What follows belongs to an exercise in optimizing a design on an open flow for small area, a short achievable clock period and few clock cycles per item; a production flow would make more cautious choices. RTL that was checked went through simulation tests only; none was proved equivalent to the original.

run 1:
// rv32m_unit
module rv32m_unit (
    input  logic             clk_i,
    input  logic             arst_n_i,
    input  logic             cmd_valid_i,
    output logic             cmd_ready_o,
    input  logic [2:0]       cmd_op_i,
    input  logic [31:0]      cmd_src1_i,
    input  logic [31:0]      cmd_src2_i,
    input  logic [4:0]       cmd_tag_i,
    output logic             rsp_valid_o,
    input  logic             rsp_ready_i,
    output logic [4:0]       rsp_tag_o,
    output logic [31:0]      rsp_result_o
);
Size in the first run: ~6600 cells after synthesis, roughly 550 flip-flops.
clock: 10.0 ns
lec_check: 0
cap_margin: 20
core_margin: 2
core_utilization: 40
place_density: 0.6
setup_slack_margin: 5
slew_margin: 20
run.sh (not shown) runs the stock make flow with config.mk's settings and CLKGATE_MAP_FILE= SYNTH_SCRIPT=/design/flow/synth_recipe.tcl, a recipe that flattens the netlist after the stock synthesis.
Run 1: full flow OK, the timing, design-rule and antenna checks passed
What run 2 does differently from run 1 at the input level:
- SETUP_SLACK_MARGIN removed (was 5)
Findings:
- NOTE: pre-CTS setup slack in run 2 falls short of that of run 1
- Sort run 1 and run 2 by met2 routing resource usage after global routing asc -> top: run 2
- For wire length of the first global-routing pass, dividing the value from run 1 by the value from run 2 gives 1.08.
- The capturing element of the worst setup path comes out g_div[1].u_div.rem_q[6] in one run and g_div[0].u_div.rem_q[31] in the other, namely in run 2 and run 1 respectively.
- Total number of nets in the final design in run 2 is 463 below run 1.
- Looking at headroom to the max-slew limit, run 2 sits 2.5 points lower than run 1 does.
Function was not checked in any run of this note: the RTL went through the layout flow alone.

========
rv32m_unit, a different RTL version from the one above (not shown whole).
For scale: ~6,700 cells after synthesis, roughly 120 I/O pins, ~0.067 mm^2 of cells after synthesis.
Settings: LEC_CHECK=0, CAP_MARGIN=20, CORE_MARGIN=2, CORE_UTILIZATION=40, PLACE_DENSITY=0.6, SETUP_SLACK_MARGIN=5, SLEW_MARGIN=20; clock period 10.0 ns.
Next try:
- SETUP_SLACK_MARGIN: 5 -> 4.5
Critical path depth went up by 14.
Hold slack barely changes.
Setup slack got worse by 410 ps.
Sequential share of layout area came out higher by 0.23 points.
Final cell count is lower by 0.32%.
Utilization falls by 0.32 points.
Flip-flop and latch count is unchanged.
Via count hardly moves.
No functional check of the RTL was part of any run of this note.

========
trial 24:
rv32m_unit, a different RTL version from the one above (not shown whole).
Size in the first run: roughly 6,800 cells after synthesis, ~120 I/O pins, about 68,000 um^2 of cells after synthesis.
==> flow/design.v (excerpt) <==
module rv32m_unit (
    input  logic             clk_i,
    input  logic             arst_n_i,
    input  logic             cmd_valid_i,
    output logic             cmd_ready_o,
    input  logic [2:0]       cmd_op_i,
    input  logic [31:0]      cmd_src1_i,
    input  logic [31:0]      cmd_src2_i,
    input  logic [4:0]       cmd_tag_i,
    output logic             rsp_valid_o,
    input  logic             rsp_ready_i,
    output logic [4:0]       rsp_tag_o,
    output logic [31:0]      rsp_result_o
);
    localparam int NC = 3;
    logic        mul_valid, mul_ready, mul_hi;
    logic [32:0] mul_x;
    logic [16:0] mul_one, mul_two, mul_neg;
    logic [4:0]  mul_tag;
    logic        mul_rsp_valid, mul_rsp_take;
    logic [4:0]  mul_rsp_tag;
    logic [31:0] mul_rsp_result;
    logic [NC-1:0] div_ld, div_free, div_done, div_take;
    logic [31:0]   div_a, div_b;
    logic          div_sa, div_sb;
    logic [31:0]   prep_dvd_mag, prep_dvs_mag, div_dvd_mag, div_dvs_mag;
    logic [6:0]    prep_span, div_span;
    logic          prep_dvs_zero, div_dvs_zero;
    logic [32:0]   prep_dvs;
    logic [4:0]    prep_steps_m1;
    logic          prep_quo_zero;
    logic          div_is_rem, div_neg_q, div_neg_r;
    logic [4:0]    div_tag;
    logic [NC-1:0][4:0]  div_rsp_tag;
    logic [NC-1:0][31:0] div_rsp_mag;
    logic [NC-1:0]       div_rsp_neg;
    muldiv_router u_router (
        .clk_i          (clk_i),
        .arst_n_i       (arst_n_i),
        .cmd_valid_i    (cmd_valid_i),
        .cmd_ready_o    (cmd_ready_o),
        .cmd_op_i       (cmd_op_i),
        .cmd_src1_i     (cmd_src1_i),
        .cmd_src2_i     (cmd_src2_i),
        .cmd_tag_i      (cmd_tag_i),
        .rsp_valid_o    (rsp_valid_o),
        .rsp_ready_i    (rsp_ready_i),
        .rsp_tag_o      (rsp_tag_o),
  ...
make LEC_CHECK=0 CAP_MARGIN=20 CORE_MARGIN=2 CORE_UTILIZATION=40 PLACE_DENSITY=0.6 SETUP_SLACK_MARGIN=5 SLEW_MARGIN=20 finish   # period 10.0 ns
Testbench counts of trial 24, summed over its fixed seeds: cycles 2,167, items 1,920.
The inputs of build 26 differ from those of trial 24 as listed below.
==> flow/flow/run.sh (new file) <==
#!/bin/bash
set -euo pipefail
bash standard.sh SETUP_SLACK_MARGIN=5.8 finish > standard_flow.log 2>&1
==> flow/standard.sh (new file) <==
#!/bin/bash
# synth_recipe.tcl (not shown) runs the flow's synth.tcl, then flattens the netlist and writes it again
# the make line also repeats each setting of config.mk as NAME=value (left out here)
make -C /OpenROAD-flow-scripts/flow DESIGN_CONFIG=/design/flow/config.mk WORK_HOME=/design/flow/orfs CLKGATE_MAP_FILE= SYNTH_SCRIPT=/design/flow/synth_recipe.tcl "${@:-finish}"
removed: flow/run.sh
==> summary.txt <==
Result: PASS for each of trial 24 and build 26. Trial 24 tops out at a lower clock frequency than build 26. Between build 26 and trial 24, the compound-gate portion of the synthesized area does not differ in any meaningful way. Trial 24 → build 26: number of fill cells in the layout fell by 3.2%, via count normalized by instance count picked up an extra 1.7%. Relative to trial 24, smallest setup slack after layout has increased by 0.31 ns in build 26. The register area on trial 24 is in line with that on build 26. Compared to trial 24, build 26 has worst hold slack 0.021 ns lower. The clock buffer instance count of the final layout of build 26 exceeds that of trial 24 by about 10%. Re final cell utilization of the core: trial 24 was lower than build 26.

static timing again, ports no longer ideal:
Ports are ideal in the flow. The routed layouts listed here were re-timed in OpenROAD.
Step 1: set_driving_cell puts a clkbuf_16 on clk_i and a buf_2 on each other input, an assumption about the parent block.
Step 2, shift: input delay + t, output delay - t, t = (earliest + latest rising clock arrival at the registers) / 2. This alone moves slack from input paths to output paths.
a / b / c = ideal / step 1 / step 2; a / b = the first two.
run	t (ns)	setup slack, ns	clock arrival spread, ns
run 1	0.779	3.797 / 3.797 / 3.797	0.049 / 0.048
run 2	0.788	1.863 / 1.863 / 1.863	0.026 / 0.027
the first run of note 2	0.810	5.044 / 5.044 / 4.420	0.076 / 0.076
the second run of note 2	0.813	4.636 / 4.636 / 4.249	0.066 / 0.066
trial 24	0.830	5.016 / 5.016 / 4.584	0.078 / 0.079
build 26	0.831	5.323 / 5.323 / 5.153	0.080 / 0.080
After both steps every run listed still meets setup and hold. For the first run of note 2, which loses most, drivers alone change the setup slack by 0.000 ns; drivers and shift together by -0.624 ns.
